Background: an optimization exercise with open tools, aiming at small area. Do not read the settings as production practice.
At most, simulation tests tie the RTL to the original design; equivalence was not proved.
For runs 1 to 5 and 7, only the layout was checked, not whether the RTL still works.
No activity file was given, so power comes from the tool's default toggle rates.

$ cat flow/config.mk
export PLATFORM = sky130hd
export DESIGN_NAME = pueo_uram_readout_buffer
export DESIGN_NICKNAME = pueo_uram_readout_buffer
export VERILOG_FILES = /design/flow/design.v
export SDC_FILE = /design/flow/constraint.sdc
export NUM_CORES = 4
export LEC_CHECK = 0
export CAP_MARGIN = 20
export CORE_MARGIN = 2
export CORE_UTILIZATION = 40
export SLEW_MARGIN = 20
$ cat flow/constraint.sdc
create_clock -name core_clock -period 5.0 [get_ports {memclk}]
set_input_delay 1.0000 -clock core_clock [delete_from_list [all_inputs] [get_ports {memclk}]]
set_output_delay 1.0000 -clock core_clock [all_outputs]
set_load 0.01 [all_outputs]
$ cat flow/design.v
package pueo_uram_pkg;
  localparam int URAM_SAMPLES_PER_WORD = 6;
  localparam int URAM_WORD_BITS        = 72;
  localparam int URAM_READ_MARGIN      = 5;
  typedef logic [URAM_WORD_BITS-1:0] uram_word_t;
endpackage
module pueo_sync_fifo #(
  parameter int DEPTH = 15,
  parameter int WIDTH = 72
) (
  input  logic                   i_clk,
  input  logic [DEPTH-1:0]       i_we,
  input  logic [DEPTH-1:0]       i_we_n,
  input  logic [WIDTH-1:0]       i_wdata,
  input  logic [DEPTH-1:0]       i_rsel,   
  input  logic                   i_hold,
  input  logic [WIDTH:0]         i_cur,
  output logic [WIDTH:0]         o_rdata   
);
  logic [WIDTH:0] r_ring [DEPTH];
  always_ff @(posedge i_clk) begin
    for (int i = 0; i < DEPTH; i++)
      r_ring[i] <= ~(({1'b0, i_wdata} | {(WIDTH+1){i_we_n[i]}}) &
                     (r_ring[(i + DEPTH - 1) % DEPTH] | {(WIDTH+1){i_we[i]}}));
  end
  always_comb begin
    o_rdata = i_hold ? i_cur : '0;
    for (int i = 0; i < DEPTH; i++)
      o_rdata = o_rdata | (i_rsel[i] ? r_ring[i] : '0);
  end
endmodule
module pueo_uram_readout_buffer #(
  parameter int DEPTH     = 16,
  parameter int MARGIN    = pueo_uram_pkg::URAM_READ_MARGIN,
  parameter int FRAME_LEN = 1024,
  parameter int NBIT      = 12
) (
  input  logic                                  memclk,
  input  logic                                  memclk_rst_i,
  input  logic [NBIT*pueo_uram_pkg::URAM_SAMPLES_PER_WORD-1:0] in_tdata,
  input  logic                                  in_tvalid,
  output logic                                  in_tready,
  output logic [NBIT*pueo_uram_pkg::URAM_SAMPLES_PER_WORD-1:0] m_axis_tdata,
  output logic                                  m_axis_tvalid,
  input  logic                                  m_axis_tready,
  output logic                                  m_axis_tlast,
  output logic                                  overflow_o,
  output logic                                  frame_done_o
);
  localparam int WW = NBIT * pueo_uram_pkg::URAM_SAMPLES_PER_WORD;
  localparam int QD = DEPTH - 1;
  localparam int QW = $clog2(DEPTH);
  localparam int FW = $clog2(FRAME_LEN);
  logic          r_tvalid;
  logic [WW:0]   r_tdata;      
  logic [QW-1:0] r_qcnt;
  logic [QW-1:0] r_wpos;
  logic [QW-1:0] r_wpos_n;     
  logic [QW-1:0] r_rpos;
  logic          r_in_tready;
  logic          r_overflow;
  logic          r_frame_done;
  logic [FW-1:0] r_frame_cnt;
  logic          w_pop, w_push, w_load, w_full, w_tvalid_next;
  logic [QW-1:0] w_qcnt_next, w_wpos_next;
  logic [QD-1:0] w_we, w_we_n, w_rsel;
  logic [WW:0]   w_rdata;
  assign w_pop         = r_tvalid && m_axis_tready;
  assign w_full        = r_tvalid && (r_qcnt == QW'(QD));
  assign w_push        = in_tvalid && (!w_full || w_pop);
  assign w_load        = (!r_tvalid || m_axis_tready) && (r_qcnt != '0);
  assign w_tvalid_next = (r_tvalid && !m_axis_tready) || (r_qcnt != '0);
  assign w_qcnt_next   = r_qcnt + QW'(w_push) - QW'(w_load);
  function automatic logic [QW-1:0] ring_step(input logic [QW-1:0] pos, input logic extra);
    logic [QW:0] sum;
    sum = {1'b0, pos} + (QW+1)'(1) + (QW+1)'(extra);
    ring_step = (sum >= (QW+1)'(QD)) ? QW'(sum - (QW+1)'(QD)) : QW'(sum);
  endfunction
  assign w_wpos_next = ring_step(r_wpos, w_push);
  always_comb begin
    for (int i = 0; i < QD; i++) begin
      w_we[i]   = w_push && (r_wpos == QW'(i));
      w_we_n[i] = !w_push || (r_wpos_n != ~QW'(i));
      w_rsel[i] = w_load && (r_rpos == QW'(i));
    end
  end
  pueo_sync_fifo #(
    .DEPTH (QD),
    .WIDTH (WW)
  ) u_fifo (
    .i_clk   (memclk),
    .i_we    (w_we),
    .i_we_n  (w_we_n),
    .i_wdata (in_tdata),
    .i_rsel  (w_rsel),
    .i_hold  (!w_load),
    .i_cur   (r_tdata),
    .o_rdata (w_rdata)
  );
  always_ff @(posedge memclk) begin
    r_tdata <= w_rdata;
  end
  always_ff @(posedge memclk) begin
    if (memclk_rst_i) begin
      r_tvalid     <= 1'b0;
      r_qcnt       <= '0;
      r_wpos       <= '0;
      r_wpos_n     <= '1;
      r_rpos       <= QW'(QD - 1);
      r_in_tready  <= 1'b1;
      r_overflow   <= 1'b0;
      r_frame_done <= 1'b0;
      r_frame_cnt  <= '0;
    end else begin
      r_tvalid     <= w_tvalid_next;
      r_qcnt       <= w_qcnt_next;
      r_wpos       <= w_wpos_next;
      r_wpos_n     <= ~w_wpos_next;
      r_rpos       <= ring_step(r_rpos, w_load);
      r_in_tready  <= (int'(w_tvalid_next) + int'(w_qcnt_next)) <= DEPTH - MARGIN - 1;
      r_frame_done <= w_pop && m_axis_tlast;
      if (in_tvalid && !w_push) r_overflow <= 1'b1;
      if (w_pop) r_frame_cnt <= r_frame_cnt + FW'(1);
    end
  end
  assign in_tready     = r_in_tready;
  assign m_axis_tdata  = r_tdata[WW-1:0] ^ {WW{r_tdata[WW]}};
  assign m_axis_tvalid = r_tvalid;
  assign m_axis_tlast  = r_tvalid && (r_frame_cnt == FW'(FRAME_LEN - 1));
  assign overflow_o    = r_overflow;
  assign frame_done_o  = r_frame_done;
endmodule
$ cat flow/run.sh
#!/bin/bash
# synth_recipe.tcl (not shown) runs the flow's synth.tcl, then flattens the netlist and writes it again
# the make line also repeats each setting of config.mk as NAME=value (left out here)
make -C /OpenROAD-flow-scripts/flow DESIGN_CONFIG=/design/flow/config.mk WORK_HOME=/design/flow/orfs CLKGATE_MAP_FILE= SYNTH_SCRIPT=/design/flow/synth_recipe.tcl finish
==> summary.txt, run 1 <==
The number of antenna violations at the first check in global routing is 12. The run finished with no timing, DRC or antenna violations. The number of design-rule violations left by the first detailed-router iteration is 5782.

The fraction of post-synthesis cell area in the top cell type by area is 55.25%. The post-synth design cell area is 43410 um2. After clock tree synthesis, the clock-pin slew on the worst setup and hold paths is 70 ps. The number of distinct library cells after synthesis came out at 78. The maximum clock path buffer count is 3. TritonCTS built the clock tree. The share of synthesized cell area in and, or, nand and nor gates is 5.004%. The multiplexer share of the synthesized area is 6.214%. The share of final-layout standard cells stronger than drive strength 1 is 10.23%. Setup violations remaining at the end of the flow were counted as 0. The cell leakage power is 18.79 nW. The estimated wirelength of the detail-placed design is 99210 um. IR analysis of the VDD net gives a maximum drop of between 0.3 and 0.4 mV. Of the total power, combinational logic draws 34.3%.

The vias per cell came out at approximately 7. Clock latency on the worst-skew pair, taken at its later pin, is around 700 ps. Of the total power, the share spent switching nets is 36.01%. For this design the top-level I/O count stands at 153. The overall via count from detail_route came out at 39050. The Yosys warning count came out at 3.

The required time at the endpoint of the critical path came out at 4000 ps. The CTS H-tree depth came out at 3. The first-pass GRT wire length is 267900 um.

In this run the horizontal extent of the chip is roughly 330 um. In the routed design, unresolved DRC markers number 0. Once layout is done, the placed cells without fillers occupy approximately 50000 um2.

The maximum clock rate came out at 0.2519 GHz. The remaining antenna violation count came out at 0. In this run the worst path has a maximum fanout of 32. The type of the most critical hold path is flip-flop to flip-flop. By area, the combinational part of the netlist is dominated by compound AO/OA/AOI/OAI gates. The worst-margin pin slew came out at 1236 ps.

The largest net degree at the start of global routing is 100. The detailed-route wire length is 190100 um. The floorplan has between 100 and 150 rows.

The adder and majority cell fraction of the synthesized area is 0.4785%. The starting density of the core came out at a little over 40%. The total area of sequential cells came out at around 24000 um2. The mean instance size in the synthesized netlist is 10.37 um2. The tree is rooted in a clkbuf_16. The placed cell area came out at 46210 um2.

The worst relative slew slack is 17.27%. Fill cells in the final layout number about 10000. The share of flip-flops with an asynchronous set or reset after synthesis came out at 0%.

For this design the total switching power over the nets is approximately 15 mW. The part of the Yosys area used for sequential elements came out at 55.25%. In the layout the commonest cells are dfxtp_1, o22ai_1, mux2i_1, nand2_1, clkdlybuf4s50_1. Cells fill 46.66% of the core in the end. The internal power came out at 26.18 mW. Among all flip-flop cells after synthesis, the most frequent one is dfxtp_1. The post-CTS setup repair buffer count came out at 0. After detailed routing, the average wire length per cell comes to 33.92 um. Counting every net in the synthesized netlist gives around 4300. The xor and xnor area share after synthesis came out at approximately 1.7%.

The layout overhead on the synthesized area is 15.39%. The core region area came out at 107400 um2. Setup repair after global routing left no endpoint under its margin. The total die area came out at 111200 um2.

The number of synthesized register bits is 1198. The clock period minus worst slack came out at about 4000 ps. The final-report hold violation count came out at 0. The vertical extent of the die came out at 333.4 um.

The final number of max-transition violations came out at 0. Summed over all failing endpoints, the final setup total negative slack is 0 ps. The post-synthesis compound-gate area fraction came out at 26.26%. The aggregate global routing overflow came out at 0. Between clock sinks in the finished design, the worst skew comes to 34.34 ps.

The total CTS buffers came out at 117. The classification of the worst setup path is flip-flop to primary output. The biggest area contributor in the post-synthesis netlist is dfxtp_1.

Leaving out fill and tap cells, the most frequent cell in the layout is dfxtp_1. The via count of the first global-routing pass came out at approximately 37000. The critical path data arrival time came out at roughly 3000 ps. The clock net in this run drives a total of 1198 sinks. After clock tree synthesis, the flow added hold-fix buffers numbering 0.

Global routing consumed, over all layers together, approximately a third of the routing resources. The power density over the cells is 816.8 nW/um2. The power share of the sequential group is 43.5%.

The congestion estimate from routability-driven global placement came to 0.8553. The number of violations of the max-capacitance limit came out at 0. The share of the clock period used by the worst path after layout came out at 79.38%.

STA classifies the critical path startpoint as a flip-flop. The multi-input gate area in the final layout came out at about 18000 um2. The number of synthesized flops with an enable pin came out at 0. Synthesis produced 4185 cells. The number of resized instances in the post-cts repair step came out at 0.

Sorting the synthesized cells by area gives the leading types as dfxtp_1, o22ai_1, mux2i_1. The pre-antenna-repair detailed-routing pass consisted of 7 iterations. STA classifies the critical path endpoint as a primary output. The fraction of power consumed by the clock network came out at 22.2%. Input and output buffers added on the ports amount to 152. For this run, the post-layout net count is between 4000 and 5000.
cell type report:
class	instances	share of cell area [%]
Timing Repair Buffer	268	5.665
Sequential cell	1198	47.92
Inverter	25	0.1923
Antenna cell	9	0.04496
Tap cell	1403	3.505
Clock buffer	155	6.535
Multi-Input combinational cell	2494	34.97
Clock inverter	52	1.167
Yosys cell counts, types with 12 or more instances:
library cell	n
o221ai_1	25
o32ai_1	13
mux4_2	25
dfxtp_1	1198
buf_1	18
mux2_2	34
nor3_1	13
xor2_1	79
a211oi_1	24
nand2_1	159
o21ai_0	111
buf_2	202
a221oi_1	41
mux2i_1	175
a21oi_1	73
nor2b_1	19
clkbuf_1	225
a22oi_1	125
buf_4	16
inv_1	23
nand2b_1	12
nand3_1	40
o2bb2ai_1	13
a22o_1	49
o22ai_1	1122
o211ai_1	24
nor2_1	108
a222oi_1	26
ha_1	15
power groups by stage:
stage | Clock, mW | Combinational, mW | Sequential (mW)
finish | 9.07 | 14.0 | 17.8
global route | 9.46 | 14.8 | 18.2
CTS | 9.06 | 13.6 | 17.6
detailed placement | 0 | 13.6 | 17.7
global placement | 0 | 13.4 | 17.8
floorplan | 0 | 9.12 | 16.5
worst max-delay path, stage by stage, from the launching register on:
cell,delay [ps]
dfxtp_4,900
buf_4,450
xor2_1,270
clkdlybuf4s50_1,600
worst paths after layout:
kind	start	endpoint	slack, ps	cells after the start
min	u_fifo.r_ring[10][72]$_DFF_P_	u_fifo.r_ring[11][72]$_DFF_P_	430	1
max reg2reg	r_rpos[3]$_SDFF_PP1_	r_tdata[33]$_DFF_P_	1400	6
max	r_tdata[72]$_DFF_P_	m_axis_tdata[54]	1030	3
min reg2reg	u_fifo.r_ring[10][72]$_DFF_P_	u_fifo.r_ring[11][72]$_DFF_P_	430	1
routing by layer:
layer / share of wire, % / wire length [um] / global-route usage, % / vias to the layer above
li1: - / - / - / 16140
met1: 40 / 75290 / 43.62 / 19280
met2: 42 / 80240 / 48.78 / 2930
met3: 12 / 23430 / 8.547 / 689
met4: 5.8 / 11000 / 16.95 / 14
met5: 0.052 / 98 / 0 / -
kinds of logic after synthesis:
group | Yosys count
AO/OA/AOI/OAI | 1719
flip-flops | 1198
buffers and inverters | 493
AND/OR/NAND/NOR | 441
multiplexers | 234
XOR/XNOR | 84
adder cells (fa/ha/maj) | 16
registers in the layout, summed over array words and instances (netlist names), 4 cells and up:
signal,flops
r_frame_cnt,10
r_qcnt,4
r_rpos,4
r_tdata,73
r_wpos,4
r_wpos_n,4
u_fifo.r_ring,1095
through the flow:
stage / total power, mW / hold WS (ps) / setup WS [ps] / instances
6_report: 40.91 / 428.8 / 1031 / 5604
5_1_grt: 42.45 / 445.4 / 924.0 / 5598
4_1_cts: 40.30 / 425.0 / 976.8 / 5595
3_5_place_dp: 31.31 / 436.1 / 875.7 / 5388
3_3_place_gp: 31.12 / 430.3 / 937.5 / 5388
2_1_floorplan: 25.59 / 421.1 / 1384 / 4185
==> run 2, diff against run 1 <==
--- a/flow/design.v
+++ b/flow/design.v
@@ -9,23 +9,30 @@
   parameter int WIDTH = 72
 ) (
-  input  logic                   i_clk,
-  input  logic [DEPTH-1:0]       i_we,
-  input  logic [DEPTH-1:0]       i_we_n,
-  input  logic [WIDTH-1:0]       i_wdata,
-  input  logic [DEPTH-1:0]       i_rsel,   
-  input  logic                   i_hold,
-  input  logic [WIDTH:0]         i_cur,
-  output logic [WIDTH:0]         o_rdata   
+  input  logic [DEPTH-1:0][WIDTH:0] i_ring,
+  input  logic [DEPTH-1:0]          i_we,
+  input  logic [DEPTH-1:0]          i_we_n,
+  input  logic [WIDTH-1:0]          i_wdata,
+  output logic [DEPTH-1:0][WIDTH:0] o_ring_next
 );
-  logic [WIDTH:0] r_ring [DEPTH];
-  always_ff @(posedge i_clk) begin
+  always_comb begin
     for (int i = 0; i < DEPTH; i++)
-      r_ring[i] <= ~(({1'b0, i_wdata} | {(WIDTH+1){i_we_n[i]}}) &
-                     (r_ring[(i + DEPTH - 1) % DEPTH] | {(WIDTH+1){i_we[i]}}));
+      o_ring_next[i] = ~(({1'b0, i_wdata} | {(WIDTH+1){i_we_n[i]}}) &
+                         (i_ring[(i + DEPTH - 1) % DEPTH] | {(WIDTH+1){i_we[i]}}));
   end
+endmodule
+module pueo_word_select #(
+  parameter int DEPTH = 15,
+  parameter int WIDTH = 73
+) (
+  input  logic [DEPTH-1:0][WIDTH-1:0] i_ring,
+  input  logic [DEPTH-1:0]            i_rsel,   
+  input  logic                        i_hold,
+  input  logic [WIDTH-1:0]            i_cur,
+  output logic [WIDTH-1:0]            o_word
+);
   always_comb begin
-    o_rdata = i_hold ? i_cur : '0;
+    o_word = i_hold ? i_cur : '0;
     for (int i = 0; i < DEPTH; i++)
-      o_rdata = o_rdata | (i_rsel[i] ? r_ring[i] : '0);
+      o_word = o_word | (i_rsel[i] ? i_ring[i] : '0);
   end
 endmodule
@@ -52,9 +59,10 @@
   localparam int QW = $clog2(DEPTH);
   localparam int FW = $clog2(FRAME_LEN);
+  logic [QD-1:0][WW:0] r_ring;   
+  logic [WW:0]   r_tdata;        
   logic          r_tvalid;
-  logic [WW:0]   r_tdata;      
   logic [QW-1:0] r_qcnt;
   logic [QW-1:0] r_wpos;
-  logic [QW-1:0] r_wpos_n;     
+  logic [QW-1:0] r_wpos_n;       
   logic [QW-1:0] r_rpos;
   logic          r_in_tready;
@@ -65,4 +73,5 @@
   logic [QW-1:0] w_qcnt_next, w_wpos_next;
   logic [QD-1:0] w_we, w_we_n, w_rsel;
+  logic [QD-1:0][WW:0] w_ring_next;
   logic [WW:0]   w_rdata;
   assign w_pop         = r_tvalid && m_axis_tready;
@@ -88,15 +97,23 @@
     .DEPTH (QD),
     .WIDTH (WW)
-  ) u_fifo (
-    .i_clk   (memclk),
-    .i_we    (w_we),
-    .i_we_n  (w_we_n),
-    .i_wdata (in_tdata),
-    .i_rsel  (w_rsel),
-    .i_hold  (!w_load),
-    .i_cur   (r_tdata),
-    .o_rdata (w_rdata)
+  ) u_ring_next (
+    .i_ring      (r_ring),
+    .i_we        (w_we),
+    .i_we_n      (w_we_n),
+    .i_wdata     (in_tdata),
+    .o_ring_next (w_ring_next)
+  );
+  pueo_word_select #(
+    .DEPTH (QD),
+    .WIDTH (WW + 1)
+  ) u_select (
+    .i_ring (r_ring),
+    .i_rsel (w_rsel),
+    .i_hold (!w_load),
+    .i_cur  (r_tdata),
+    .o_word (w_rdata)
   );
   always_ff @(posedge memclk) begin
+    r_ring  <= w_ring_next;
     r_tdata <= w_rdata;
   end
--- a/flow/config.mk
+++ b/flow/config.mk
@@ -10,2 +10,3 @@
 export CORE_UTILIZATION = 40
 export SLEW_MARGIN = 20
+export SYNTH_HIERARCHICAL = 1
==> summary.txt, run 2 <==
The worst-case IR drop observed on VDD is 0.5440 mV. The sum of routed wire segments on met1 is 65580 um. In the final layout, the multi-input gates occupy 14810 um2. Net switching is 32.24% of the power. The number of distinct library cells after synthesis is 58. The first-pass GRT wire length came out at 232100 um. The post-synth design cell area is 42490 um2. Leaving out fill and tap cells, the most frequent cell in the layout is dfxtp_1. The clock drives ~1200 sinks. The CTS H-tree depth is 3. The flip-flop count of the largest register after layout came out at 1095.

STA classifies the critical path endpoint as a primary output. The power density over the cells came out at 746.0 nW/um2. Ranked by total cell area, the synthesized netlist is headed by dfxtp_1, o22ai_1, a221oi_1. The number of setup violations in the final report came out at 0. The maximum clock rate is 0.2518 GHz. CTS placed an instance of clkbuf_16 at the clock tree root. The largest net degree at the start of global routing came out at 74. For the worst-skew pair, the clock arrives at the later sink with an insertion delay of between 700 and 800 ps.

The total die area came out at 108900 um2. The net total in the final layout came out at 3724. The analysis attributes to cell leakage a power of approximately 17 nW.

153 I/O pins were placed. The power dissipated by switching net loads came out at around 11 mW. Across the whole layout, storage elements account for 23990 um2. Setup repair after global routing left no endpoint under its margin. The layout overhead on the synthesized area is 11.74%. The remaining antenna violation count came out at 0. The number of placement rows is 119.

The required time at the endpoint of the critical path came out at 4000 ps. The share of the clock period used by the worst path after layout came out at 79.42%. The hold-fix buffer count after cts is 0. Sorting the synthesized cells by how often they occur yields dfxtp_1, o22ai_1, a221oi_1, a22o_1, buf_6. The number of antenna violations at the first check in global routing came out at 14. The aggregate global routing overflow came out at 0.

The number of placed instances, taps included, is 4906. The number of standard cells in the final layout excluding fillers came out at between 5000 and 6000. The combinational family with the most area after synthesis is compound AO/OA/AOI/OAI gates. The vias per cell is between 6 and 7.

After detailed routing, the number of remaining DRC violations is 0. The top cell types in the final layout, fill and taps aside, are dfxtp_1, o22ai_1, a221oi_1, a22o_1, clkdlybuf4s50_1. The final setup skew came out at 34.45 ps. The final-report hold violation count was 0. The worst setup timing slack at the placement stage is roughly 510 ps. The amount of wire on met3 after detailed routing is roughly 19000 um. The number of resized instances in the post-cts repair step is 0. At the pin with the least slew margin, the transition time is 1075 ps. Of the total power, combinational logic draws a little under a quarter. The core region area is 105300 um2.

Of the total synthesized cell area, the portion taken by XOR and XNOR cells is 1.773%. The post-route netlist has between 10% and 20% of its cells at a drive strength greater than 1. The mean instance size in the synthesized netlist came out at 11.48 um2. The worst path setup slack after routing came out at 1029 ps. At the worst endpoint, the arrival time is 2970 ps. The worst relative slew slack is 28.36%. The number of synthesized register bits came out at 1198. The die span in x is between 300 and 400 um. Of all nets on the critical path, the largest fanout is 34. The final core area utilization is a little under half. For this run, the leading register cell type out of synthesis is dfxtp_1.

The clock period minus worst slack came out at approximately 4000 ps. r_ring holds more flip-flops than any other register. The count of mapped cells out of synthesis came out at 3702. The path class of the tightest hold or removal check is flip-flop to flip-flop. TritonCTS built the clock tree. The first-pass detailed-route iteration total came out at 8. Yosys instantiated no cell more often than dfxtp_1. The average detailed-routed wire length per instance is 31.90 um. The final number of max-transition violations came out at 0. The first routing iteration left 5055 violations. The share of synthesized cell area in and, or, nand and nor gates came out at around 2.8%. The post-synthesis compound-gate area fraction came out at between 20 and 30%. The global routing usage summed across all routing layers came out at between 20 and 30%.

The clock transition at the register clock pins on the worst setup and hold paths after CTS came out at 70 ps. The routability congestion estimate from global placement came out at 0.8028. The starting density of the core is approximately two fifths. The post-CTS setup repair buffer count is 0. The count of input and output buffers is between 150 and 200. The worst setup path is launched from a flip-flop. The largest total area in the synthesized netlist belongs to dfxtp_1. The vertical extent of the die is approximately 330 um. The via count of the first global-routing pass is 34070. The number of violations of the max-capacitance limit is 0. The run finished with no timing, DRC or antenna violations. The met2 routed wirelength is 71470 um. In the final layout, the registers with the most flip-flops are r_ring x1095, r_tdata x73, r_frame_cnt x10. The highest metal layer carrying signal wires in the routed design is met5. The part of the Yosys area used for sequential elements came out at between 50% and 60%.

The fraction of power consumed by the clock network is 25.7%. The total CTS buffers is 115. Cell internal power was estimated by the tool at 24.00 mW.

The Yosys warning count is 9. The detailed-route wire length came out at 163400 um. The fraction of post-synthesis cell area in the top cell type by area came out at 56.44%. The adder and majority cell fraction of the synthesized area came out at less than 1%.

Counting every net in the synthesized netlist gives 3794. The share of flip-flops with an asynchronous set or reset after synthesis came out at 0%. The filler cells instantiated in the layout total 9677. The overall via count from detail_route came out at 35260. The setup TNS is 0 ps. The critical path in this run is classified as flip-flop to primary output. The number of synthesized flops with an enable pin is 0. The power share of the sequential group is 50.3%. The estimated wirelength of the detail-placed design is 80700 um.

The worst hold slack is about 420 ps. In this run the deepest clock path goes through 3 buffers. The multiplexer share of the synthesized area is 0.1737%.
[run 2: power by group through the flow]
stage          Sequential [mW]  Combinational, mW  Clock (mW)
2_1_floorplan             16.7               5.71           0
3_3_place_gp              17.8               8.12           0
3_5_place_dp              17.8               8.30           0
4_1_cts                   17.7               8.35        9.11
5_1_grt                   18.3               9.17        9.50
6_report                  17.8               8.51        9.09
[run 2: critical path, cell delays in order (launching register included)]
cell	delay [ps]
dfxtp_4	930
buf_4	460
xor2_1	260
clkdlybuf4s50_1	580
[run 2: through the flow]
step / power (mW) / cell area, um2
after CTS: 35.11 / 47460
after detailed placement: 26.08 / 43520
after global placement: 25.94 / 43520
after floorplan: 22.43 / 42490
final: 35.42 / 47480
after global routing: 36.93 / 47480
[run 2: logic make-up after synthesis]
| logic type | count (synthesis) |
|---|---|
| AOI/OAI and AO/OA | 1710 |
| xor gates and xnor gates | 86 |
| and+or+nand+nor | 208 |
| buffers and inverters | 477 |
| adders and majority gates | 16 |
| DFF | 1198 |
| muxes | 7 |
[run 2: area by class of cell]
| cell class | count | share of cell area [%] |
|---|---|---|
| clock buffers | 170 | 7.281 |
| flip-flops and latches | 1198 | 50.52 |
| repair buffers | 268 | 6.119 |
| multi-input cells | 2027 | 31.18 |
| inverters | 22 | 0.1792 |
| diodes | 7 | 0.03689 |
| well taps | 1391 | 3.666 |
| clock inverters | 41 | 1.015 |
[run 2: per-layer routing]
layer / GRT usage, % / up-vias
li1: - / 14690
met1: 38.59 / 17490
met4: 13.61 / 16
met5: 0 / -
met3: 6.624 / 537
met2: 43.78 / 2525
[run 2: worst paths after layout]
| check | from | slack [ps] | endpoint | cells past startpoint |
|---|---|---|---|---|
| worst max-delay path | r_tdata[72]$_DFF_P_ | 1030 | m_axis_tdata[13] | 3 |
| worst min-delay path | r_ring[67]$_DFF_P_ | 420 | r_ring[140]$_DFF_P_ | 1 |
| worst max register to register | r_tvalid$_SDFF_PP0_ | 1580 | r_in_tready$_SDFF_PP1_ | 13 |
| worst min register to register | r_ring[67]$_DFF_P_ | 420 | r_ring[140]$_DFF_P_ | 1 |
==> run 3, diff against run 2 <==
--- a/flow/config.mk
+++ b/flow/config.mk
@@ -9,4 +9,5 @@
 export CORE_MARGIN = 2
 export CORE_UTILIZATION = 40
+export CTS_BUF_LIST = sky130_fd_sc_hd__clkbuf_4
 export SLEW_MARGIN = 20
 export SYNTH_HIERARCHICAL = 1
==> summary.txt, run 3 <==
The power density over the cells is approximately 730 nW/um2. Clock tree synthesis inserted a total of around 320 buffers. The number of resized instances in the post-cts repair step came out at 0.

In the routed design, unresolved DRC markers number 0. The number of cells on the worst hold path is 1. At the pin with the least slew margin, the transition time is 1096 ps. The part of the Yosys area used for sequential elements is 56.44%. Row generation in the floorplan step produced 119 rows. The worst hold path begins at r_ring[312]$_DFF_P_. The register with the most flip-flops in the layout has 1095 of them. The required time at the endpoint of the critical path is 4000 ps. The setup TNS is 0 ps. For this run, the leading register cell type out of synthesis is dfxtp_1. The number of design-rule violations left by the first detailed-router iteration came out at 5202. The die span in x is 329.9 um. The worst reg-to-reg setup slack came out at 1560 ps. The final-report hold violation count is 0. The largest registers in the layout are r_ring x1095, r_tdata x73, r_frame_cnt x10. The first-pass detailed-route iteration total came out at 6.

Leaving out filler cells and counting taps, the final layout contains 5445. The count of input and output buffers is 152. The worst voltage drop across the vdd grid is between 0.5 and 0.6 mV. Yosys mapped the design onto 58 distinct sky130hd cell types. TritonCTS built the clock tree. The number of top-level pins is 153. The run finished with no timing, DRC or antenna violations.

In this run the number of H-tree levels came out at 5. The post-CTS setup repair buffer count came out at 0. The number of placed instances, taps included, is 4906. The clock latency on the worst-skew pair came out at 1170 ps. The synthesized netlist occupies a cell area of ~42000 um2. The average detailed-routed wire length per instance came out at 30.46 um. The estimated wirelength of the detail-placed design is 80700 um. The remaining antenna violation count is 0.

Setup repair after global routing left no endpoint under its margin. The worst-case hold path end point is r_ring[385]$_DFF_P_. The first-pass GRT wire length came out at 236500 um. The aggregate global routing overflow came out at 0. The worst setup path is captured at a primary output. The synthesized design spends more area on one cell type than any other, namely dfxtp_1.

The total number of clock tree sinks came out at 1198. The total die area is 108900 um2. Summing over every cut layer, the via total after detailed routing is 36740. The clock period minus worst slack is 4440 ps. The maximum clock path buffer count came out at 4. The number of synthesized flops with an enable pin is 0. The routability congestion estimate from global placement came out at 0.8028. The type of the most critical hold path is flip-flop to flip-flop. The share of the clock period used by the worst path after layout came out at 88.80%.

The critical path data arrival time is 3440 ps. In this run the critical register-to-register path is launched from r_tvalid$_SDFF_PP0_. The Yosys step of the flow raised 9 warnings.

The via count of the first global-routing pass is between 30000 and 40000. The region available for standard cell placement spans between 100000 and 150000 um2. Setup violations remaining at the end of the flow were counted as 0. The library cells used most frequently in the layout, excluding fill and tap cells, are dfxtp_1, o22ai_1, clkbuf_4, a221oi_1, a22o_1. The largest fanout on the critical path is 34.

The share of final-layout standard cells stronger than drive strength 1 is 17.72%. The largest net degree at the start of global routing is 74. The clock transition at the register clock pins on the worst setup and hold paths after CTS is 70 ps. After synthesis, the cell types taking the most area are dfxtp_1, o22ai_1, a221oi_1.

The vias per cell came out at 6.747. The critical path in this run is classified as flip-flop to primary output. The detailed-route wire length is 165800 um. STA classifies the critical path startpoint as a flip-flop.

The initial utilization of the core area, before any placement, comes to 40.36%. The net count after synthesis is 3794. For this design the static power due to leakage is between 15 and 20 nW. The library cell used most frequently in the layout, excluding fill and tap cells, is dfxtp_1. The number of violations of the max-capacitance limit is 0. From synthesis to final layout, the design area changed by 11.53%.

The count of mapped cells out of synthesis came out at 3702. The final number of max-transition violations came out at 0. In the global route stage, overall resource usage came out at 29.30%. The most frequently used cell type in the post-synthesis netlist is dfxtp_1.

Across the routed clock network, the largest skew measured is roughly 100 ps. The tree is rooted in a clkbuf_4. The fraction of post-synthesis cell area in the top cell type by area is 56.44%. The maximum clock rate is 0.2252 GHz. The share of flip-flops with an asynchronous set or reset after synthesis came out at 0%. The worst register-to-register path ends at r_in_tready$_SDFF_PP1_. The worst pin sits at a relative slew slack of between 20% and 30%. The commonest cells after synthesis are dfxtp_1, o22ai_1, a221oi_1, a22o_1, buf_6. Counting flops per register, the top entry is r_ring.

The hold-fix buffer count after cts is 0. The path depth of the worst reg2reg path is 13. The number of synthesized register bits came out at about 1200.

The mean instance size in the synthesized netlist is between 10 and 15 um2. The net total in the final layout came out at 3926. The number of antenna violations at the first check in global routing is 16. The floorplan step set the die height to 329.9 um.
## run 3: cell count changes in the layout (fill, tap and decap cells not counted), sizes merged
cell      previous run  this run
bufinv               9         5
clkbuf             170       456
clkinv              25        64
clkinvlp             3         2
diode                7         8
## run 3: layout make-up
class	instances	area, um2
Inverter	22	85.08
Multi-Input combinational cell	2027	14810
Clock buffer	456	3423
Timing Repair Buffer	268	2905
Tap cell	1391	1740
Fill cell	9940	57880
Clock inverter	75	424.2
Sequential cell	1198	23990
Antenna cell	8	20.02
## run 3: report_power, final
| part | internal (mW) | switching [mW] | total, mW |
|---|---|---|---|
| clock network | 4.42 | 3.99 | 8.41 |
| registers | 14.7 | 3.19 | 17.8 |
| logic | 4.11 | 4.41 | 8.52 |
| total | 23.2 | 11.6 | 34.8 |
## run 3: logic make-up after synthesis
kind of cell | synth area share (%)
buf+inv | 9.467
flops | 56.44
simple gates | 2.753
xor+xnor | 1.773
fa+ha+maj | 0.4888
mux | 0.1737
compound gates | 28.90
## run 3: worst max-delay path by stage
stage	start	end	slack, ps	depth (start not counted)
floorplan	m_axis_tready	r_in_tready$_SDFF_PP1_	1410	13
CTS	r_tdata[72]$_DFF_P_	m_axis_tdata[13]	430	3
detailed placement	m_axis_tready	r_in_tready$_SDFF_PP1_	510	14
global placement	m_axis_tready	r_in_tready$_SDFF_PP1_	490	14
finish	r_tdata[72]$_DFF_P_	m_axis_tdata[13]	560	3
global route	r_tdata[72]$_DFF_P_	m_axis_tdata[13]	460	3
## run 3: routing by layer
| layer | track usage (%) | share of wire [%] | up-vias |
|---|---|---|---|
| met2 | 44.33 | 44 | 2884 |
| met4 | 14.37 | 4.2 | 18 |
| met5 | 0 | 0.068 | - |
| met3 | 7.927 | 12 | 535 |
| li1 | - | - | 15310 |
| met1 | 38.59 | 39 | 17990 |
## run 3: through the flow
step | instance area (um2) | util, % | worst slack [ps] | power (mW) | hold slack, ps
6_report | 47390 | 45.02 | 559.9 | 34.77 | 368.5
5_1_grt | 47390 | 45.02 | 464.3 | 36.45 | 383.5
4_1_cts | 47370 | 45.00 | 434.9 | 34.48 | 356.6
3_5_place_dp | 43520 | 41.35 | 511.7 | 26.08 | 423.0
3_3_place_gp | 43520 | 41.35 | 490.9 | 25.94 | 415.0
2_1_floorplan | 42490 | - | 1412 | 22.43 | 411.5
## run 3: critical path, cell delays in order, from the launching register on
cell	delay, ps
dfxtp_4	950
buf_4	470
xor2_1	270
clkdlybuf4s50_1	580
==> run 4, diff against run 3 <==
--- a/flow/config.mk
+++ b/flow/config.mk
@@ -9,5 +9,5 @@
 export CORE_MARGIN = 2
 export CORE_UTILIZATION = 40
-export CTS_BUF_LIST = sky130_fd_sc_hd__clkbuf_4
+export CTS_BUF_LIST = sky130_fd_sc_hd__clkbuf_8
 export SLEW_MARGIN = 20
 export SYNTH_HIERARCHICAL = 1
==> summary.txt, run 4 <==
The total die area is 108900 um2. Summed over all instances, the cell type with the most area after synthesis is dfxtp_1. The type of the most critical hold path is flip-flop to flip-flop. The maximum clock path buffer count came out at 3.

The register with the most flip-flops in the layout has ~1100 of them. The number of placement rows came out at 119. The first routing iteration left approximately 5300 violations. Synthesis produced a netlist with a net count of 3794.

The critical path launch point type is a flip-flop. The clock tree synthesis step divided the H-tree into 4 levels. The global routing usage summed across all routing layers came out at 29.06%. The number of synthesized register bits is 1198.

Counting every sink on the clock net gives 1198. The cell leakage power came out at 17.68 nW. For this run, the leading register cell type out of synthesis is dfxtp_1. The critical path data arrival time is 3170 ps. Dividing the detail-routed wire length by the instance count gives 31.43 um. The most frequently used cell type in the post-synthesis netlist is dfxtp_1. The worst voltage drop across the vdd grid is 0.4318 mV.

The fraction of post-synthesis cell area in the top cell type by area is 56.44%. The detailed-route wire length came out at 164700 um. The required time at the endpoint of the critical path came out at 4000 ps.

Once detail routing completed, the nets flagged for antenna violations numbered 0. The die span in x came out at 329.9 um. The worst-margin pin slew is 1114 ps. After synthesis the cells add up to around 42000 um2. The number of antenna violations at the first check in global routing came out at 12. The worst setup path is captured at a primary output. The via count of the first global-routing pass is 34820.

The clock period minus worst slack came out at 4173 ps. Counting flops with an async set or reset pin after synthesis yields a share of 0%. The share of the clock period used by the worst path after layout came out at 83.46%. Setup repair after global routing left no endpoint under its margin.

After layout, the design draws a total of 34.61 mW. The final number of max-transition violations came to 0. The number of setup violations in the final report came out at 0. Across the routed clock network, the largest skew measured is between 60 and 70 ps. By area the synthesized netlist is led by dfxtp_1, o22ai_1, a221oi_1. After clock tree synthesis, the clock-pin slew on the worst setup and hold paths is 70 ps. The vias per cell is 6.840. The commonest cells after synthesis are dfxtp_1, o22ai_1, a221oi_1, a22o_1, buf_6. The core region is 105300 um2. The worst setup path is of the flip-flop to primary output kind. The flow ran to the end and the layout has no timing, DRC or antenna violations.

The die is 329.9 um tall. The count of mapped cells out of synthesis is ~3700. The first global-routing pass estimated about 230000 um of wire. The total overflow left after global routing is 0. Relative to the synthesized area, the layout overhead comes to 11.22%. The setup TNS came out at 0 ps.

The post-CTS setup repair buffer count came out at 0. The worst relative slew slack is about a quarter. The count of input and output buffers came out at 152. The library cells used most frequently in the layout, excluding fill and tap cells, are dfxtp_1, o22ai_1, a221oi_1, clkbuf_8, a22o_1.

The total CTS buffers is roughly 190. The maximum clock rate is 0.2396 GHz. For this run, the post-layout net count is 3796. The number of different library cells used by synthesis comes to 58. The number of top-level pins came out at 153.

The tool flagged a number of max-cap violations equal to 0. In the final layout, the registers with the most flip-flops are r_ring x1095, r_tdata x73, r_frame_cnt x10. Fill cells in the final layout number ~9800. The number of synthesized flops with an enable pin came out at 0. The first detailed-routing pass took 6 iterations. The remaining routing DRC violations is 0. The final-report hold violation count came out at 0.

The clock latency on the worst-skew pair is 890 ps. Entering global routing, the biggest net connects 74 pins. Dividing total power by cell area gives a power density of 732.3 nW/um2. The tightest hold path in the finished design has a slack of ~400 ps. The hold-fix buffer count after cts is 0. The largest fanout on the critical path came out at 34. Across all layers, the routed design uses 35850 vias. The starting density of the core is 40.36%.

The tree is rooted in a clkbuf_8. The share of final-layout standard cells stronger than drive strength 1 is roughly an eighth. The Yosys warning count came out at 9. The number of resized instances in the post-cts repair step came out at 0. Summing the sequential cell areas from Yosys gives a little under three fifths of the chip area.

The largest register by flop count is r_ring. The estimated wirelength of the detail-placed design came out at 80700 um. The routability congestion estimate from global placement is 0.8028.

The mean instance size in the synthesized netlist came out at ~11 um2. The most common library cell in the layout ignoring fill and taps is dfxtp_1. The clock tree from TritonCTS is yes.
-- run 4: cell counts after synthesis --
Identical to the previous run, type by type.
-- run 4: through the flow --
step / setup WS [ps] / instance area, um2 / cells / util [%]
2_1_floorplan: 1412 / 42490 / 3702 / -
3_3_place_gp: 490.9 / 43520 / 4906 / 41.35
3_5_place_dp: 511.7 / 43520 / 4906 / 41.35
4_1_cts: 761.4 / 47250 / 5236 / 44.88
5_1_grt: 771.6 / 47260 / 5240 / 44.89
6_report: 827.0 / 47260 / 5241 / 44.89
-- run 4: kinds of logic (layout without fill, tap and decap cells) --
kind of cell,after synthesis,after routing,share of synthesized area [%]
DFF,1198,1198,56.44
adders and majority gates,16,16,0.4888
and+or+nand+nor,208,208,2.753
muxes,7,7,0.1737
AOI/OAI and AO/OA,1710,1710,28.90
other,0,5,0
xor gates and xnor gates,86,86,1.773
buffers and inverters,477,620,9.467
-- run 4: area by class of cell --
class	count	area (um2)	area share, %
Tap cell	1391	1740	3.683
Inverter	22	85.08	0.1800
Clock buffer	237	3262	6.902
Sequential cell	1198	23990	50.76
Antenna cell	5	12.51	0.02648
Clock inverter	93	461.7	0.9769
Timing Repair Buffer	268	2905	6.148
Multi-Input combinational cell	2027	14810	31.33
-- run 4: critical path, stage by stage (launching register included) --
cell	delay, ps
dfxtp_4	940
buf_4	470
xor2_1	280
clkdlybuf4s50_1	590
-- run 4: metal layers --
metal | global-route usage (%) | vias to the layer above | routed length [um]
li1 | - | 14870 | -
met1 | 38.67 | 17710 | 65680
met2 | 44.05 | 2660 | 71850
met3 | 6.822 | 589 | 19210
met4 | 14.72 | 16 | 7878
met5 | 0 | - | 103
-- run 4: where the power goes --
part	switching [mW]	internal (mW)	leakage [nW]	total, mW
registers	3.17	14.7	10.1	17.8
clock network	3.95	4.30	2.18	8.25
logic	4.41	4.11	5.37	8.52
total	11.5	23.1	17.7	34.6
-- run 4: path summary, 6_finish.rpt --
kind	start	to	slack [ps]	depth (start not counted)
setup reg to reg	r_tvalid$_SDFF_PP0_	r_in_tready$_SDFF_PP1_	1560	13
hold reg to reg	r_ring[1075]$_DFF_P_	r_ring[53]$_DFF_P_	400	1
setup / recovery	r_tdata[72]$_DFF_P_	m_axis_tdata[13]	830	3
hold / removal	r_ring[1075]$_DFF_P_	r_ring[53]$_DFF_P_	400	1
==> run 5, diff against run 4 <==
--- a/flow/design.v
+++ b/flow/design.v
@@ -21,4 +21,31 @@
   end
 endmodule
+module pueo_sel3_n #(
+  parameter int N     = 3,
+  parameter int WIDTH = 73
+) (
+  input  logic [N-1:0]            i_sel,
+  input  logic [N-1:0][WIDTH-1:0] i_d,
+  output logic [WIDTH-1:0]        o_n
+);
+  always_comb begin
+    o_n = '0;
+    for (int k = 0; k < N; k++) o_n = o_n | (i_sel[k] ? i_d[k] : '0);
+    o_n = ~o_n;
+  end
+endmodule
+module pueo_sel_join #(
+  parameter int N     = 6,
+  parameter int WIDTH = 73
+) (
+  input  logic [N-1:0][WIDTH-1:0] i_n,
+  output logic [WIDTH-1:0]        o_word
+);
+  always_comb begin
+    o_word = '1;
+    for (int k = 0; k < N; k++) o_word = o_word & i_n[k];
+    o_word = ~o_word;
+  end
+endmodule
 module pueo_word_select #(
   parameter int DEPTH = 15,
@@ -31,9 +58,23 @@
   output logic [WIDTH-1:0]            o_word
 );
-  always_comb begin
-    o_word = i_hold ? i_cur : '0;
-    for (int i = 0; i < DEPTH; i++)
-      o_word = o_word | (i_rsel[i] ? i_ring[i] : '0);
+  localparam int NG = (DEPTH + 2) / 3;
+  logic [NG:0][WIDTH-1:0] w_part_n;
+  for (genvar g = 0; g < NG; g++) begin : g_part
+    localparam int N = (DEPTH - 3*g < 3) ? DEPTH - 3*g : 3;
+    pueo_sel3_n #(.N(N), .WIDTH(WIDTH)) u_sel (
+      .i_sel (i_rsel[3*g +: N]),
+      .i_d   (i_ring[3*g +: N]),
+      .o_n   (w_part_n[g])
+    );
   end
+  pueo_sel3_n #(.N(1), .WIDTH(WIDTH)) u_hold (
+    .i_sel (i_hold),
+    .i_d   (i_cur),
+    .o_n   (w_part_n[NG])
+  );
+  pueo_sel_join #(.N(NG + 1), .WIDTH(WIDTH)) u_join (
+    .i_n    (w_part_n),
+    .o_word (o_word)
+  );
 endmodule
 module pueo_uram_readout_buffer #(
--- a/flow/config.mk
+++ b/flow/config.mk
@@ -10,4 +10,6 @@
 export CORE_UTILIZATION = 40
 export CTS_BUF_LIST = sky130_fd_sc_hd__clkbuf_8
+export CTS_CLUSTER_DIAMETER = 60
+export CTS_CLUSTER_SIZE = 16
 export SLEW_MARGIN = 20
 export SYNTH_HIERARCHICAL = 1
==> summary.txt, run 5 <==
The largest net degree at the start of global routing came out at 74. The worst reg-to-reg setup slack is 1450 ps. Setup repair after global routing left no endpoint under its margin. TritonCTS built the clock tree. Counting flops per register, the top entry is r_ring. The region available for standard cell placement spans 103800 um2.

The first-pass GRT wire length is approximately 220000 um. The count of input and output buffers is ~150. The final core area utilization came out at 42.48%. Walking the worst path, the cells encountered are buf_4 -> xor2_1 -> clkdlybuf4s50_1.

The worst voltage drop across the vdd grid is 0.2904 mV. Net switching is around a third of the power. The detailed-route wire length came out at 151900 um. The tree is rooted in a clkbuf_8. The clock latency on the worst-skew pair came out at 780 ps. Counting instances, the worst hold path has a depth of 1. The clock transition at the register clock pins on the worst setup and hold paths after CTS is 100 ps. The cell leakage power came out at 15.73 nW.

The fraction of post-synthesis cell area in the top cell type by area came out at a little under three fifths. The hold-fix buffer count after cts is 0. The remaining routing DRC violations came out at 0. The type of the most critical hold path is flip-flop to flip-flop.

The mean instance size in the synthesized netlist came out at ~12 um2. The final critical path takes up 81.70% of the cycle. The total number of clock tree sinks came out at 1198. The commonest cells after synthesis are dfxtp_1, o22ai_1, a222oi_1, buf_6, buf_4. The number of inserted filler cells in the final layout came out at 9835.

The reg-to-reg critical path endpoint is r_rpos[0]$_SDFF_PP0_. The detail route stage leaves a number of antenna-violating nets equal to 0. The run finished with no timing, DRC or antenna violations. The estimated wirelength of the detail-placed design is 74660 um.

The completed layout was analyzed and its total power is 31.09 mW. The count of mapped cells out of synthesis is 3627. The share of final-layout standard cells stronger than drive strength 1 came out at around 7.5%. The library cell used most frequently in the layout, excluding fill and tap cells, is dfxtp_1. The part of the Yosys area used for sequential elements came out at 57.21%.

The final-report hold violation count came out at 0. The logic gate share of total power came out at 26.3%. STA classifies the critical path startpoint as a flip-flop. The number of antenna violations at the first check in global routing is 17. The aggregate global routing overflow came out at 0.

STA classifies the critical path endpoint as a primary output. The post-CTS setup repair buffer count is 0. Summing all non-filler instances in the final layout gives an area of 44090 um2. The number of synthesized register bits is roughly 1200. The via count of the first global-routing pass came to 32620. The starting density of the core is approximately two fifths.

Static timing analysis puts the maximum clock frequency at 0.2448 GHz. The delay of the slowest critical-path stage came out at 920 ps. The largest fanout on the critical path is 32. The number of top-level pins came out at 153. The maximum clock path buffer count is 3. On the critical path the largest part of the delay comes from buffers and inverters. The register with the most flip-flops in the layout has around 1100 of them. Post-CTS repair changed the size of 0 cells. The net count of the finished layout is 3601. The total die area is 107400 um2. The average detailed-routed wire length per instance came out at approximately 31 um. During synthesis, Yosys emitted a total of 11 warnings.

The layout overhead on the synthesized area came out at 5.163%. The placed instances occupy a cell area of 42440 um2. The vertical extent of the die is 327.7 um. The share of flip-flops with an asynchronous set or reset after synthesis came out at 0%. The detailed router placed approximately 34000 vias in this run. The first-pass detailed-route iteration total came out at 13. The library cells used most frequently in the layout, excluding fill and tap cells, are dfxtp_1, o22ai_1, a222oi_1, clkdlybuf4s50_1, clkbuf_8. dfxtp_1 is the most common cell in the netlist. The required time at the endpoint of the critical path came out at 4000 ps. Across every metal layer, demand over resource in global routing totals a little over a quarter. The final setup skew is between 50 and 60 ps. The CTS H-tree depth came out at 3. The setup TNS is 0 ps. The worst-case hold path end point is r_ring[760]$_DFF_P_.

The number of design-rule violations left by the first detailed-router iteration came out at 6963. In this run, synthesis inferred 0 flip-flops with an integrated enable. The die span in x is 327.7 um. Measured in cells, the most critical reg-to-reg path has a length of 12. The worst-margin pin slew came out at 1024 ps.

The number of violations of the max-capacitance limit is 0. The buffer and inverter count on the worst path is 2. The cell area that synthesis handed to floorplanning was around 42000 um2. The power dissipated by switching net loads is 10.55 mW. The share of total power dissipated in sequential elements is 56.9%. In the synthesized netlist the dominant register cell turns out to be dfxtp_1. The final number of max-transition violations came out at 0. The synthesized design spends more area on one cell type than any other, namely dfxtp_1.

In this run the critical register-to-register path is launched from r_qcnt[2]$_SDFF_PP0_. The number of setup violations in the final report came out at 0. The classification of the worst setup path is flip-flop to primary output.

The routed design could run at a clock period as short as 4085 ps. The synthesized netlist contains 53 unique library cells. In this run the most critical hold path is launched from r_ring[687]$_DFF_P_. The vias per cell came out at 6.986.

For this design, the slowest cell found on the critical path is dfxtp_4. TritonCTS created 92 clock buffers. The power density over the cells came out at 705.2 nW/um2.

The clock network accounts for ~17% of the total power. In the final layout, the registers with the most flip-flops are r_ring x1095, r_tdata x73, r_frame_cnt x10. Counting every net in the synthesized netlist gives ~3700.

The number of placement rows came out at 118. The critical path data arrival time is 3080 ps. The worst relative slew slack is 31.75%. Sorting the synthesized cells by area gives the leading types as dfxtp_1, o22ai_1, a222oi_1.

The internal power came out at 20.54 mW. At the end of routability-driven placement, the weighted congestion stood at 0.7933.
## run 5: changes by cell type after synthesis, sizes merged, moves of 73 or more
cell / previous run / this run
a222oi: 0 / 365
a221oi: 292 / 0
a22o: 293 / 1
and4: 1 / 76
nand3: 10 / 85
nand4: 78 / 5
## run 5: worst max path at each step
stage | from | end | slack, ps | cells after the start
final | r_tdata[72]$_DFF_P_ | m_axis_tdata[53] | 920 | 3
after global routing | r_tdata[72]$_DFF_P_ | m_axis_tdata[10] | 870 | 3
after CTS | r_tdata[72]$_DFF_P_ | m_axis_tdata[53] | 860 | 3
after detailed placement | m_axis_tready | r_in_tready$_SDFF_PP1_ | 570 | 14
after global placement | m_axis_tready | r_in_tready$_SDFF_PP1_ | 630 | 14
after floorplan | m_axis_tready | r_in_tready$_SDFF_PP1_ | 1530 | 13
## run 5: metal layers
metal	GRT usage, %	part of all wire (%)
met3	6.014	12
met1	38.05	42
met2	39.68	43
met4	10.20	3.2
met5	0	0.063
## run 5: power groups by stage
stage / Combinational, mW / Sequential [mW] / Clock, mW
final: 8.18 / 17.7 / 5.23
after global routing: 8.86 / 18.1 / 5.63
after CTS: 8.05 / 17.5 / 5.28
after detailed placement: 8.01 / 17.6 / 0
after global placement: 7.80 / 17.7 / 0
after floorplan: 5.55 / 16.7 / 0
## run 5: kinds of logic (layout without fill, tap and decap cells)
kind of cell               count (synthesis)  after routing  share of synthesized area, %
adders and majority gates                 16             16                        0.4954
buffers and inverters                    476            391                         10.09
AOI/OAI and AO/OA                       1491           1491                         25.56
DFF                                     1198           1198                         57.21
muxes                                      7              7                        0.1761
and+or+nand+nor                          353            353                         4.677
other                                      0              8                             0
xor gates and xnor gates                  86             86                         1.797
## run 5: through the flow
| step | worst slack (ps) | instances | hold WS (ps) |
|---|---|---|---|
| 6_report | 915.2 | 4930 | 407.0 |
| 5_1_grt | 866.2 | 4928 | 422.8 |
| 4_1_cts | 863.3 | 4922 | 405.8 |
| 3_5_place_dp | 567.9 | 4795 | 420.2 |
| 3_3_place_gp | 628.6 | 4795 | 413.7 |
| 2_1_floorplan | 1533 | 3627 | 411.1 |
## run 5: layout make-up
type	count	area [um2]	area share, %
Antenna cell	8	20.02	0.04541
Clock buffer	100	1376	3.122
Clock inverter	27	254.0	0.5761
Inverter	21	83.83	0.1901
Multi-Input combinational cell	1953	14020	31.81
Sequential cell	1198	23990	54.41
Tap cell	1380	1727	3.916
Timing Repair Buffer	243	2618	5.937
==> run 6, diff against run 5 <==
--- a/flow/design.v
+++ b/flow/design.v
@@ -131,5 +131,5 @@
     for (int i = 0; i < QD; i++) begin
       w_we[i]   = w_push && (r_wpos == QW'(i));
-      w_we_n[i] = !w_push || (r_wpos_n != ~QW'(i));
+      w_we_n[i] = !w_push || (~r_wpos_n != QW'(i));
       w_rsel[i] = w_load && (r_rpos == QW'(i));
     end
==> summary.txt, run 6 <==
The type of the most critical hold path is flip-flop to flip-flop. The library cell used most frequently in the layout, excluding fill and tap cells, is dfxtp_1. The mean instance size in the synthesized netlist came out at 11.56 um2. The core region area is 103800 um2.

The Yosys warning count is 11. The flow ran to the end and the layout has no timing, DRC or antenna violations. The net total in the final layout came out at 3598.

The maximum clock path buffer count is 3. The startpoint identified for the worst register-to-register timing path is r_qcnt[2]$_SDFF_PP0_. The final critical path takes up 81.41% of the cycle. By count the netlist is led by dfxtp_1, o22ai_1, a222oi_1, buf_6, buf_4.

The required time at the endpoint of the critical path came out at 4000 ps. The clock tree from TritonCTS is yes. Detailed routing inserted a total of 34040 vias.

For this run, the leading register cell type out of synthesis is dfxtp_1. For the pin with the worst max-slew slack, the measured transition is 1241 ps. The final number of max-transition violations was 0. The routability congestion estimate from global placement is 0.7871. The clock latency on the worst-skew pair came out at approximately 780 ps. The setup TNS came out at 0 ps.

The number of clock buffers added by TritonCTS is slightly above 90. The number of resized instances in the post-cts repair step came out at 0. Hold is met by 419.8 ps. Setup violations remaining at the end of the flow were counted as 0.

The count of input and output buffers is 152. Entering global routing, the biggest net connects 74 pins. The number of nets handed over by synthesis was 3719. The number of violations of the max-capacitance limit came out at 0. In the layout the commonest cells are dfxtp_1, o22ai_1, a222oi_1, clkdlybuf4s50_1, clkbuf_8.

The layout overhead on the synthesized area came out at 5.783%. The largest fanout on the critical path is 32. Once the floorplan was initialized, standard cells occupied 40.40% of the core. The post-synth design cell area is 41930 um2.

STA classifies the critical path endpoint as a primary output. The average detailed-routed wire length per instance is 31.21 um. The number of synthesized register bits came out at 1198. Data arrives at the worst endpoint at 3070 ps. The hold-fix buffer count after cts came out at 0. The fraction of post-synthesis cell area in the top cell type by area is between 50 and 60%. The number of inserted filler cells in the final layout came out at 9836. The HPWL after detailed placement is ~76000 um. The clock transition at the register clock pins on the worst setup and hold paths after CTS came out at 110 ps. The register with the most flip-flops in the layout has 1095 of them. The most frequently used cell type in the post-synthesis netlist is dfxtp_1.

The floorplan has 118 rows. The total die area is approximately 110000 um2. The cell leakage power came out at 15.81 nW. The vias per cell is about 6.9. The number of top-level pins came out at 153. The share of final-layout standard cells stronger than drive strength 1 is under 10%.

The detailed-route wire length came out at between 150000 and 200000 um. The share of flip-flops with an asynchronous set or reset after synthesis came out at 0%. The clock period minus worst slack came out at 4071 ps. The cell accounting for the most synthesized area is dfxtp_1.

The die span in x came out at 327.8 um. Once layout is complete, the utilization of the core stands at between 40 and 50%. The final-report hold violation count was 0. The maximum clock rate came out at 0.2457 GHz. The total design power came out at 31.58 mW. Setup repair after global routing left no endpoint under its margin.

The post-CTS setup repair buffer count is 0. The critical path is of the flip-flop to primary output type. After technology mapping, the gate count stands at approximately 3600. The number of antenna violations at the first check in global routing is 14.

The via count of the first global-routing pass was 32850. For this run, the detailed router's first-pass iteration total came to 10. STA classifies the critical path startpoint as a flip-flop. Across all register-to-register paths, the minimum setup slack is 1720 ps.

The first global-routing pass estimated between 200000 and 250000 um of wire. The final setup skew is 34.67 ps. The floorplan step set the die height to roughly 330 um.

In the post-synthesis netlist, the biggest area contributors are dfxtp_1, o22ai_1, a222oi_1. The total number of clock tree sinks came out at 1198. The worst relative slew slack is 17.26%. The aggregate global routing overflow came out at 0. For this block, the initial DRC count from the detailed router was 6674. The number of distinct library cells after synthesis came out at 53. For the worst flop-to-flop path, the logic depth is 12. In the final layout, the registers with the most flip-flops are r_ring x1095, r_tdata x73, r_frame_cnt x10.

The H-tree was split into 3 levels. The worst voltage drop across the vdd grid came out at about 0.38 mV. The part of the Yosys area used for sequential elements is 57.20%. Following the worst setup path forward leads to its endpoint at m_axis_tdata[68]. The remaining routing DRC violations came out at 0.

Clock tree synthesis selected as its root buffer the cell clkbuf_8. The number of synthesized flops with an enable pin is 0. In this run the remaining antenna-violating nets after routing total 0.

The largest register by flop count is r_ring. The global routing usage summed across all routing layers is 27.11%. In this run the critical register-to-register path is captured at r_rpos[0]$_SDFF_PP0_.

The power density over the cells is 712.0 nW/um2. The most critical setup path has its startpoint at r_tdata[72]$_DFF_P_.
-- run 6: cell count changes after synthesis, moves of 3 or more --
cell	change
nor4_1	+3
nand4_1	-3
nand3_1	+3
nor2_1	-5
-- run 6: worst max-delay path, stage by stage, from the launching register on --
cell	delay [ps]
dfxtp_4	890
buf_4	490
xor2_1	310
clkdlybuf4s50_1	600
-- run 6: where the power goes --
| group | total (mW) | leakage, nW | internal [mW] | switching, mW |
|---|---|---|---|---|
| Clock | 5.38 | 0.893 | 2.13 | 3.26 |
| Sequential | 17.8 | 10.1 | 14.7 | 3.09 |
| Combinational | 8.43 | 4.80 | 4.11 | 4.33 |
| Total | 31.6 | 15.8 | 20.9 | 10.7 |
-- run 6: per-stage QoR --
step	cells	setup WS [ps]	instance area (um2)
final	4929	929.3	44360
after global placement	4792	871.0	42610
after CTS	4925	764.2	44350
after floorplan	3627	1863	41930
after detailed placement	4792	890.8	42610
after global routing	4929	716.1	44360
-- run 6: final cells by class --
cell class	instances	area [um2]	share of cell area [%]
clock inverters	29	300.3	0.6770
multi-input cells	1954	14060	31.70
inverters	19	76.32	0.1721
flip-flops and latches	1198	23990	54.08
well taps	1380	1727	3.893
diodes	4	10.01	0.02257
clock buffers	104	1431	3.227
repair buffers	241	2765	6.234
-- run 6: how the worst min path moves through the flow --
| stage | startpoint | cells after the start | slack (ps) | end |
|---|---|---|---|---|
| 2_1_floorplan | r_ring[136]$_DFF_P_ | 1 | 410 | r_ring[209]$_DFF_P_ |
| 3_3_place_gp | r_ring[310]$_DFF_P_ | 1 | 410 | r_ring[383]$_DFF_P_ |
| 3_5_place_dp | r_ring[251]$_DFF_P_ | 1 | 420 | r_ring[324]$_DFF_P_ |
| 4_1_cts | r_ring[152]$_DFF_P_ | 1 | 410 | r_ring[225]$_DFF_P_ |
| 5_1_grt | r_ring[152]$_DFF_P_ | 1 | 430 | r_ring[225]$_DFF_P_ |
| 6_report | r_ring[152]$_DFF_P_ | 1 | 420 | r_ring[225]$_DFF_P_ |
-- run 6: kinds of logic after synthesis --
group / after synthesis / share of synthesized area (%)
multiplexers: 7 / 0.1760
flip-flops: 1198 / 57.20
AND/OR/NAND/NOR: 354 / 4.703
AO/OA/AOI/OAI: 1491 / 25.56
XOR/XNOR: 86 / 1.796
buffers and inverters: 475 / 10.08
adder cells (fa/ha/maj): 16 / 0.4953
-- run 6: routing by layer --
metal | track usage [%] | routed length [um] | vias up
li1 | - | - | 14340
met1 | 37.94 | 62960 | 16950
met2 | 40.54 | 66430 | 2373
met3 | 6.111 | 19060 | 368
met4 | 10.52 | 5261 | 18
met5 | 0 | 116 | -
==> run 7, diff against run 6 <==
--- a/flow/design.v
+++ b/flow/design.v
@@ -131,5 +131,5 @@
     for (int i = 0; i < QD; i++) begin
       w_we[i]   = w_push && (r_wpos == QW'(i));
-      w_we_n[i] = !w_push || (~r_wpos_n != QW'(i));
+      w_we_n[i] = !w_push || (r_wpos_n != ~QW'(i));
       w_rsel[i] = w_load && (r_rpos == QW'(i));
     end
--- a/flow/config.mk
+++ b/flow/config.mk
@@ -9,7 +9,7 @@
 export CORE_MARGIN = 2
 export CORE_UTILIZATION = 40
-export CTS_BUF_LIST = sky130_fd_sc_hd__clkbuf_8
-export CTS_CLUSTER_DIAMETER = 60
-export CTS_CLUSTER_SIZE = 16
+export CTS_BUF_LIST = sky130_fd_sc_hd__clkbuf_16 sky130_fd_sc_hd__clkbuf_8
+export CTS_CLUSTER_DIAMETER = 80
+export CTS_CLUSTER_SIZE = 24
 export SLEW_MARGIN = 20
 export SYNTH_HIERARCHICAL = 1
==> summary.txt, run 7 <==
The flow ran to the end and the layout has no timing, DRC or antenna violations. The count of input and output buffers is 152. The number of violations of the max-capacitance limit is 0. The number of synthesized flops with an enable pin is 0. The logic gate share of total power is a little over a quarter.

In this run, distinct cell masters in the synthesized netlist total 53. The synthesized netlist occupies a cell area of 41920 um2. The fraction of power spent switching nets came out at 33.49%. The worst setup path is launched from a flip-flop.

The maximum clock path buffer count is 3. The worst hold slack came out at 418.1 ps. The total design power is 31.25 mW.

The number of design-rule violations left by the first detailed-router iteration came out at 7074. The count of mapped cells out of synthesis came out at roughly 3600. The net total in the final layout came out at 3568. The number of antenna violations at the first check in global routing is 16. The cell sitting at the root of the clock tree is a clkbuf_16. TritonCTS built the clock tree. The register with the most flip-flops in the layout has 1095 of them. For this run, the top clock speed supported by timing is 0.2483 GHz. The net count after synthesis is 3719. The via count of the first global-routing pass is 32300. For this design the total switching power over the nets is 10.46 mW.

The cell accounting for the most synthesized area is dfxtp_1. The internal power of the cells totals between 20 and 25 mW. The fraction of post-synthesis cell area in the top cell type by area is 57.21%. The worst-margin pin slew came out at 1045 ps. The vertical extent of the die is about 330 um. Dividing the synthesized area by the synthesized cell count gives 11.56 um2.

The total number of clock tree sinks came out at 1198. The remaining routing DRC violations came out at 0. The clock period minus worst slack is 4027 ps. The worst voltage drop across the vdd grid is approximately 0.35 mV. r_ring holds more flip-flops than any other register.

The setup TNS is 0 ps. The core region is 103800 um2. The first-pass GRT wire length is 218400 um. The share of the clock period used by the worst path after layout came out at 80.54%. The routability congestion estimate from global placement is 0.7933. The required time at the endpoint of the critical path came out at about 4000 ps.

The number of resized instances in the post-cts repair step came out at 0. After synthesis, the share of flip-flops with an asynchronous set or reset is 0%. The power share of the sequential group came out at 56.6%. The starting density of the core is 40.39%. The worst relative slew slack is a little under a third. Setup repair after global routing left no endpoint under its margin. The kind of capture point of the worst setup path is a primary output. The average detailed-routed wire length per instance is 30.95 um. In this run, synthesis produced a sequential element count of 1198.

The remaining antenna violation count came out at 0. TritonCTS created 59 clock buffers. Per report_power, the clock group accounts for 17.2% of the total. The number of placement rows is around 120.

The worst hold path belongs to the class flip-flop to flip-flop. Of the synthesized area, sequential elements account for 57.21%. The CTS H-tree depth came out at 2. The library cells used most frequently in the layout, excluding fill and tap cells, are dfxtp_1, o22ai_1, a222oi_1, clkdlybuf4s50_1, nand2_1. The number of top-level pins is 153.

The filler cells instantiated in the layout total about 9800. The final number of max-transition violations came to 0. The global routing usage summed across all routing layers came out at 26.60%. The total die area came out at 107400 um2. By count the netlist is led by dfxtp_1, o22ai_1, a222oi_1, buf_6, buf_4. The final-report hold violation count came to 0. The cell leakage power came out at 15.70 nW. In the synthesized netlist the dominant register cell turns out to be dfxtp_1. The routed layout has 34010 vias.

The Yosys warning count is 11. The clock latency on the worst-skew pair is 700 ps. Dividing the detail-routed via count by the number of cells gives 6.974. Summing all multi-input logic gate instances after layout gives around 14000 um2. The total area of sequential cells came out at approximately 24000 um2. The layout overhead on the synthesized area is 5.217%. At the worst endpoint, the arrival time is 3030 ps. The clock transition at the register clock pins on the worst setup and hold paths after CTS came out at 100 ps. The largest registers in the layout are r_ring x1095, r_tdata x73, r_frame_cnt x10. After detailed routing, the total wire length is 150900 um. The worst reg-to-reg setup slack came out at 1450 ps.

The most common library cell in the layout ignoring fill and taps is dfxtp_1. dfxtp_1 is the most common cell in the netlist. The number of setup violations in the final report came out at 0.

The power density over the cells came out at 708.3 nW/um2. The first-pass detailed-route iteration total came out at 10. The die span in x came out at 327.7 um. Ranked by total cell area, the synthesized netlist is headed by dfxtp_1, o22ai_1, a222oi_1. The post-CTS setup repair buffer count came out at 0.

The share of final-layout standard cells stronger than drive strength 1 is 6.193%. Clock skew on the completed layout was measured at 42.37 ps. The largest fanout on the critical path is 32.

The aggregate global routing overflow is 0. The estimated wirelength of the detail-placed design came out at between 70000 and 80000 um. The critical path in this run is classified as flip-flop to primary output.

The hold-fix buffer count after cts came out at 0. The largest net degree at the start of global routing is 74.
[run 7: cell types whose count changed in the layout (fill, tap and decap cells not counted), moves of 4 or more]
cell / before / now
buf_12: 46 / 33
buf_4: 43 / 58
bufinv_16: 4 / 0
clkbuf_16: 0 / 60
clkbuf_8: 104 / 0
clkinvlp_4: 7 / 2
diode_2: 4 / 8
[run 7: routing by layer]
| metal | up-vias | wire length [um] | GRT usage, % |
|---|---|---|---|
| li1 | 14300 | - | - |
| met1 | 16960 | 62990 | 38.05 |
| met2 | 2377 | 65190 | 39.59 |
| met3 | 357 | 17760 | 5.640 |
| met4 | 16 | 4912 | 9.144 |
| met5 | - | 83 | 0 |
[run 7: path summary, 6_finish.rpt]
check / from / to / cells past startpoint
max: r_tdata[72]$_DFF_P_ / m_axis_tdata[53] / 3
max reg2reg: r_qcnt[2]$_SDFF_PP0_ / r_rpos[0]$_SDFF_PP0_ / 12
min reg2reg: r_ring[359]$_DFF_P_ / r_ring[432]$_DFF_P_ / 1
min: r_ring[359]$_DFF_P_ / r_ring[432]$_DFF_P_ / 1
[run 7: kinds of logic (layout without fill, tap and decap cells)]
family / count (synthesis) / after routing / share of synthesized area (%)
buffers and inverters: 476 / 337 / 10.09
other: 0 / 8 / 0
muxes: 7 / 7 / 0.1761
AOI/OAI and AO/OA: 1491 / 1491 / 25.56
and+or+nand+nor: 353 / 353 / 4.677
DFF: 1198 / 1198 / 57.21
xor gates and xnor gates: 86 / 86 / 1.797
adders and majority gates: 16 / 16 / 0.4954
[run 7: power by group through the flow]
stage	sequential (mW)	clock [mW]	combinational [mW]
6_report	17.7	5.37	8.19
5_1_grt	18.1	5.74	8.87
4_1_cts	17.5	5.42	8.06
3_5_place_dp	17.6	0	8.01
3_3_place_gp	17.7	0	7.80
2_1_floorplan	16.7	0	5.55
[run 7: worst max-delay path, stage by stage (launching register included)]
cell and delay, ps:
dfxtp_4 930, buf_4 460, xor2_1 320, clkdlybuf4s50_1 600
[run 7: final cells by class]
cell class                 instances  share of cell area (%)
antenna                            8                 0.04538
clock buffer                      60                   3.404
clock inverter                    13                  0.3432
inverter                          21                  0.1900
multi-input combinational       1953                   31.79
sequential                      1198                   54.38
tap                             1380                   3.914
timing repair buffer             243                   5.934
[run 7: metrics by stage]
stage / instance area [um2] / instances / worst slack, ps / util, %
after floorplan: 41920 / 3627 / 1533 / -
after global placement: 42440 / 4795 / 628.6 / 40.89
after detailed placement: 42440 / 4795 / 567.9 / 40.89
after CTS: 44090 / 4868 / 950.6 / 42.48
after global routing: 44100 / 4873 / 940.1 / 42.49
final: 44110 / 4876 / 973.0 / 42.50

port drivers added, routing unchanged:
The results above use ideal ports. As a check the final layouts listed here were re-extracted and re-timed, cells and wires unchanged.
Step 1: set_driving_cell puts a clkbuf_16 on memclk and a buf_2 on each other input, an assumption about the parent block.
Step 2 also shifts input and output timing later by t, the mid clock arrival at the registers, as if the neighbouring blocks saw the same clock.
Three values: ideal ports, drivers, drivers and shift; two values: the first two.
| run | shift t [ns] | setup slack, ns | worst register clock-pin slew, ns |
|---|---|---|---|
| run 1 | 0.780 | 1.031 / 0.957 / 0.817 | 0.07 / 0.07 |
| run 2 | 0.772 | 1.029 / 0.960 / 0.522 | 0.07 / 0.07 |
| run 3 | 1.181 | 0.560 / 0.494 / 0.485 | 0.08 / 0.08 |
| run 4 | 0.918 | 0.827 / 0.768 / 0.516 | 0.08 / 0.08 |
| run 5 | 0.819 | 0.915 / 0.851 / 0.596 | 0.11 / 0.11 |
| run 6 | 0.827 | 0.929 / 0.860 / 0.862 | 0.11 / 0.11 |
| run 7 | 0.740 | 0.973 / 0.907 / 0.541 | 0.10 / 0.10 |
After both steps setup and hold are still met in every run listed. The setup slack of run 2, which loses most, moves by -0.069 ns with the drivers and by -0.507 ns with both steps.
